What follows belongs to an exercise in optimizing a design on an open flow for small area and a short achievable clock period; a production flow would make more cautious choices.
Only simulation tests tie the RTL to the original design; equivalence was not proved.

==> flow/design.v (excerpt) <==
module fft16 (
	input logic clk,
	input logic reset,
	input fft_pkg::sample_t realin,
	input fft_pkg::sample_t imagin,
	input logic startin,
	output fft_pkg::sample_t realout,
	output fft_pkg::sample_t imagout,
	output logic startout
);
Size: roughly 7100 cells after synthesis, ~84 I/O pins, roughly 79000 um2 of cells after synthesis.
clock: 11.0 ns
lec_check: 0
cap_margin: 20
core_margin: 2
core_utilization: 72
cts_cluster_diameter: 100
cts_cluster_size: 30
slew_margin: 20
standard.sh (not shown) runs the stock make flow with config.mk's settings and CLKGATE_MAP_FILE= SYNTH_SCRIPT=/design/flow/synth_recipe.tcl, a recipe that flattens the netlist after the stock synthesis.
==> flow/flow/run.sh <==
#!/bin/bash
# Standard layout, with timing repair aiming for more setup slack than the
# clock period needs. Each step's output also goes to orfs/logs.
set -euo pipefail
MARGIN=$(cat flow/margin.txt)
bash standard.sh synth > synth.log 2>&1
bash standard.sh SETUP_SLACK_MARGIN="$MARGIN" finish > layout.log 2>&1
==> flow/flow/margin.txt <==
7.65
Rerun with:
==> flow/flow/margin.txt (replaced) <==
7.7
--- a/flow/config.mk
+++ b/flow/config.mk
@@ -9,5 +9,6 @@
 export CORE_MARGIN = 2
-export CORE_UTILIZATION = 72
-export CTS_CLUSTER_DIAMETER = 100
-export CTS_CLUSTER_SIZE = 30
+export CORE_UTILIZATION = 60
+export CTS_CLUSTER_DIAMETER = 150
+export CTS_CLUSTER_SIZE = 25
+export PLACE_DENSITY = 0.75
 export SLEW_MARGIN = 20
After rerunning:
- routed wire length went down by 1.4%
- core utilization came out lower by 12 points
- via count is lower by 0.94%
- global-route usage fell by 5.3 points

========
fft16 again, from the RTL that the note above started with.
Design fft16, start of the top module:
module fft16 (
	input logic clk,
	input logic reset,
	input fft_pkg::sample_t realin,
	input fft_pkg::sample_t imagin,
	input logic startin,
	output fft_pkg::sample_t realout,
	output fft_pkg::sample_t imagout,
	output logic startout
);
Settings: LEC_CHECK=0, CAP_MARGIN=20, CORE_MARGIN=2, CORE_UTILIZATION=72, CTS_BUF_LIST=sky130_fd_sc_hd__clkbuf_4 sky130_fd_sc_hd__clkbuf_8 sky130_fd_sc_hd__clkbuf_16, CTS_CLUSTER_DIAMETER=100, CTS_CLUSTER_SIZE=30, SLEW_MARGIN=20; clock period 11.0 ns.
==> flow/flow/margin.txt <==
7.7
Scripts as last shown in full above: flow/flow/run.sh
Edit:
==> flow/run.sh (new file) <==
#!/bin/bash
# synth_recipe.tcl (not shown) runs the flow's synth.tcl, then flattens the netlist and writes it again
# the make line also repeats each setting of config.mk as NAME=value (left out here)
make -C /OpenROAD-flow-scripts/flow DESIGN_CONFIG=/design/flow/config.mk WORK_HOME=/design/flow/orfs CLKGATE_MAP_FILE= SYNTH_SCRIPT=/design/flow/synth_recipe.tcl finish
--- a/flow/config.mk
+++ b/flow/config.mk
@@ -9,6 +9,6 @@
 export CORE_MARGIN = 2
 export CORE_UTILIZATION = 72
-export CTS_BUF_LIST = sky130_fd_sc_hd__clkbuf_4 sky130_fd_sc_hd__clkbuf_8 sky130_fd_sc_hd__clkbuf_16
 export CTS_CLUSTER_DIAMETER = 100
 export CTS_CLUSTER_SIZE = 30
+export SETUP_SLACK_MARGIN = 5
 export SLEW_MARGIN = 20
removed: flow/flow/run.sh
removed: flow/flow/margin.txt
removed: flow/standard.sh
Effect: Routed wire length decreases by 2.9%; worst setup slack loses 0.54 ns; via count decreases by 1.4%; area after synthesis is unchanged; die area does not change.
Edit:
==> flow/flow/run.sh (new file) <==
#!/bin/bash
# Standard layout, with timing repair aiming for more setup slack than the
# clock period needs. Each step's output also goes to orfs/logs.
set -euo pipefail
MARGIN=$(cat flow/margin.txt)
bash standard.sh synth > synth.log 2>&1
bash standard.sh SETUP_SLACK_MARGIN="$MARGIN" finish > layout.log 2>&1
==> flow/flow/margin.txt (new file) <==
7.7
==> flow/standard.sh (new file) <==
#!/bin/bash
# synth_recipe.tcl (not shown) runs the flow's synth.tcl, then flattens the netlist and writes it again
# the make line also repeats each setting of config.mk as NAME=value (left out here)
make -C /OpenROAD-flow-scripts/flow DESIGN_CONFIG=/design/flow/config.mk WORK_HOME=/design/flow/orfs CLKGATE_MAP_FILE= SYNTH_SCRIPT=/design/flow/synth_recipe.tcl "${@:-finish}"
--- a/flow/config.mk
+++ b/flow/config.mk
@@ -8,7 +8,6 @@
 export CAP_MARGIN = 20
 export CORE_MARGIN = 2
-export CORE_UTILIZATION = 72
+export CORE_UTILIZATION = 65
 export CTS_CLUSTER_DIAMETER = 100
 export CTS_CLUSTER_SIZE = 30
-export SETUP_SLACK_MARGIN = 5
 export SLEW_MARGIN = 20
removed: flow/run.sh
After rerunning: Sequential share of layout area goes down by 0.99 points; die area rose by 11%; final area is higher by 2.7%; global-route usage came out lower by 2.6 points; clock-buffer cell count came out higher by 4; area after synthesis does not change; worst setup slack is better by 0.52 ns; core utilization shrinks by 5.4 points.
Edit:
--- a/flow/config.mk
+++ b/flow/config.mk
@@ -8,6 +8,7 @@
 export CAP_MARGIN = 20
 export CORE_MARGIN = 2
-export CORE_UTILIZATION = 65
+export CORE_UTILIZATION = 72
 export CTS_CLUSTER_DIAMETER = 100
 export CTS_CLUSTER_SIZE = 30
 export SLEW_MARGIN = 20
+export TNS_END_PERCENT = 60
After rerunning:
- The new run completed without violations
- die area decreases by roughly a tenth
- cell area decreases slightly
- global-route usage increases by 3.3 points
- critical path depth increases by 13
- wire length increases by a few percent
- worst setup slack degrades by 0.023 ns
- final cell count decreases by a few percent
- sequential share of layout area increases by 0.17 points

========
## wip/zinc
fft16, a different RTL version from the one above (not shown whole).
Size in the first run: about 7100 cells after synthesis, roughly 84 I/O pins.
==> flow/config.mk <==
export PLATFORM = sky130hd
export DESIGN_NAME = fft16
export DESIGN_NICKNAME = fft16
export VERILOG_FILES = /design/flow/design.v
export SDC_FILE = /design/flow/constraint.sdc
export NUM_CORES = 4
export LEC_CHECK = 0
export CAP_MARGIN = 20
export CORE_MARGIN = 2
export CORE_UTILIZATION = 55
export CTS_CLUSTER_DIAMETER = 100
export CTS_CLUSTER_SIZE = 30
export SLEW_MARGIN = 20
==> flow/constraint.sdc <==
create_clock -name core_clock -period 11.0 [get_ports {clk}]
set_input_delay 2.2000 -clock core_clock [delete_from_list [all_inputs] [get_ports {clk}]]
set_output_delay 2.2000 -clock core_clock [all_outputs]
set_load 0.01 [all_outputs]
==> flow/flow/run.sh <==
#!/bin/bash
# Standard layout, with timing repair aiming for more setup slack than the
# clock period needs. Each step's output also goes to orfs/logs.
set -euo pipefail
MARGIN=$(cat flow/margin.txt)
bash standard.sh synth > synth.log 2>&1
bash standard.sh SETUP_SLACK_MARGIN="$MARGIN" finish > layout.log 2>&1
==> flow/flow/margin.txt <==
7.6
Input-level comparison between wip/violet and wip/zinc:
Settings: a deleted CTS_CLUSTER_SIZE that had been 30; a deleted CTS_CLUSTER_DIAMETER that had been 100; a change of CORE_UTILIZATION from 55 to 40.
### Flow results
- wip/zinc → wip/violet: worst-margin pin slew climbed 0.075 ns, worst-case setup slack after placement -0.19 ns.
- Average wire per cell in the routed design (wip/zinc / wip/violet): 1.12
- Diff wip/zinc -> wip/violet: count of inserted tapcells increased by 734 relative to the old numbers, final area higher, first-iteration DRC count went up by 160, wire length of the first global-routing pass comparable.
- The higher total track usage came out of wip/zinc.
- A cell at the slowest stage of the critical path of sky130_fd_sc_hd__dfrtp_2 is what wip/violet shows, while sky130_fd_sc_hd__dfrtp_1 belongs to wip/zinc.
Input changes introduced in wip/amber (baseline for comparison: wip/violet):
==> flow/run.sh (new file) <==
#!/bin/bash
# synth_recipe.tcl (not shown) runs the flow's synth.tcl, then flattens the netlist and writes it again
# the make line also repeats each setting of config.mk as NAME=value (left out here)
make -C /OpenROAD-flow-scripts/flow DESIGN_CONFIG=/design/flow/config.mk WORK_HOME=/design/flow/orfs CLKGATE_MAP_FILE= SYNTH_SCRIPT=/design/flow/synth_recipe.tcl finish
removed: flow/flow/run.sh
removed: flow/flow/margin.txt
removed: flow/standard.sh
## What came out
- wip/violet and wip/amber all finish clean.
- Multi-input gate share of the layout cell area: wip/amber vs wip/violet down 0.32 points
- Going from wip/violet to wip/amber, share of the clock period used by the worst path after layout saw an increase, global-route usage saw little to no change, share of cell area taken by flip-flops and latches saw an increase, flip-flop and latch count saw little to no change.

========
fft16 with an RTL version that a note above also has.
For scale: ~7100 cells after synthesis, about 1900 flip-flops, ~84 I/O pins, about 0.079 mm² of cells after synthesis.
export LEC_CHECK = 0
export CAP_MARGIN = 20
export CORE_MARGIN = 2
export CORE_UTILIZATION = 72
export CTS_CLUSTER_DIAMETER = 100
export CTS_CLUSTER_SIZE = 30
export GPL_ROUTABILITY_DRIVEN = 0
export SLEW_MARGIN = 20
create_clock -name core_clock -period 11.0 [get_ports {clk}]
==> flow/flow/run.sh <==
#!/bin/bash
# Standard layout, with timing repair aiming for more setup slack than the
# clock period needs. Each step's output also goes to orfs/logs.
set -euo pipefail
MARGIN=$(cat flow/margin.txt)
bash standard.sh synth > synth.log 2>&1
bash standard.sh SETUP_SLACK_MARGIN="$MARGIN" finish > layout.log 2>&1
==> flow/flow/margin.txt <==
7.7
The baseline passed the timing, design-rule and antenna checks.
Edit:
Settings changed: GPL_ROUTABILITY_DRIVEN 0 to default, PLACE_DENSITY from default to 0.85.
After rerunning: The changed run finished with timing, DRC and antenna clean; final area went up by 0.34%; routed wire length went up by 7.0%; worst setup slack hardly moves; sequential share of layout area went down by 0.15 points; via count went up by 2.8%; cell count is about the same; critical path depth stays the same.
Edit:
Settings changed: CORE_UTILIZATION 72 to 55, PLACE_DENSITY 0.85 to default.
What happened:
- The new run produced a clean layout
- non-clock buffer count falls by 9
- hold slack degrades by 0.0064 ns
- setup slack is worse by 0.033 ns
- global-route usage falls by 7.1 points
- sequential cell count stays the same
- utilization went down by 18 points
- routed wire length shrinks by 3.9%
- first-iteration DRC count shrinks by 29%
- synthesized area is unchanged
Edit:
Settings changed: CORE_UTILIZATION 55 to 72, TNS_END_PERCENT from default to 30.
Result:
- The new run finished clean
- via count goes up by 2.2%
- core utilization goes up by 17 points
- worst setup slack is better by 0.021 ns
- synthesized area is unchanged
- cell area fell by 1.5%
- register-to-register slack loses 0.12 ns
- global-route usage went up by 6.4 points

-- port drivers added, routing unchanged --
The results above use ideal ports. As a check the final layouts listed here were re-extracted and re-timed, cells and wires unchanged. Step 1 assumes that a clkbuf_16 drives the clock port and a buf_2 every other input. Step 2 adds t to the input delays and takes it off the output delays; t is the mean of the earliest and latest rising clock arrival at the registers after step 1. Input paths then give back, and output paths get back, about the clock's delay inside the block. Three values: ideal, step 1, step 2; two values: the first two.
run | t (ns) | setup WS [ns] | hold WS [ns]
the first run of note 1 | 0.765 | 7.628 / 7.558 / 7.377 | 0.319 / 0.319 / 0.319
the second run of note 1 | 0.778 | 7.618 / 7.548 / 7.217 | 0.313 / 0.313 / 0.313
the first run of note 2 | 0.756 | 7.646 / 7.574 / 7.461 | 0.323 / 0.323 / 0.323
the second run of note 2 | 0.777 | 7.111 / 7.108 / 7.026 | 0.301 / 0.301 / 0.301
the third run of note 2 | 0.762 | 7.634 / 7.555 / 7.444 | 0.326 / 0.326 / 0.326
the fourth run of note 2 | 0.766 | 7.611 / 7.555 / 7.384 | 0.321 / 0.321 / 0.321
wip/zinc | 0.779 | 7.522 / 7.443 / 7.292 | 0.302 / 0.302 / 0.302
wip/violet | 0.904 | 7.383 / 7.298 / 7.368 | 0.305 / 0.305 / 0.305
wip/amber | 0.879 | 6.402 / 6.402 / 6.402 | 0.283 / 0.283 / 0.283
the first run of note 4 | 0.764 | 7.620 / 7.548 / 7.366 | 0.308 / 0.308 / 0.308
the second run of note 4 | 0.763 | 7.621 / 7.552 / 7.187 | 0.321 / 0.321 / 0.321
the third run of note 4 | 0.772 | 7.588 / 7.518 / 7.427 | 0.315 / 0.315 / 0.315
the fourth run of note 4 | 0.769 | 7.609 / 7.554 / 6.998 | 0.325 / 0.325 / 0.325
After both steps setup and hold are still met in every run listed. The setup slack of the fourth run of note 4, which loses most, moves by -0.055 ns with the drivers and by -0.611 ns with both steps. Setup slack includes reset recovery checks.
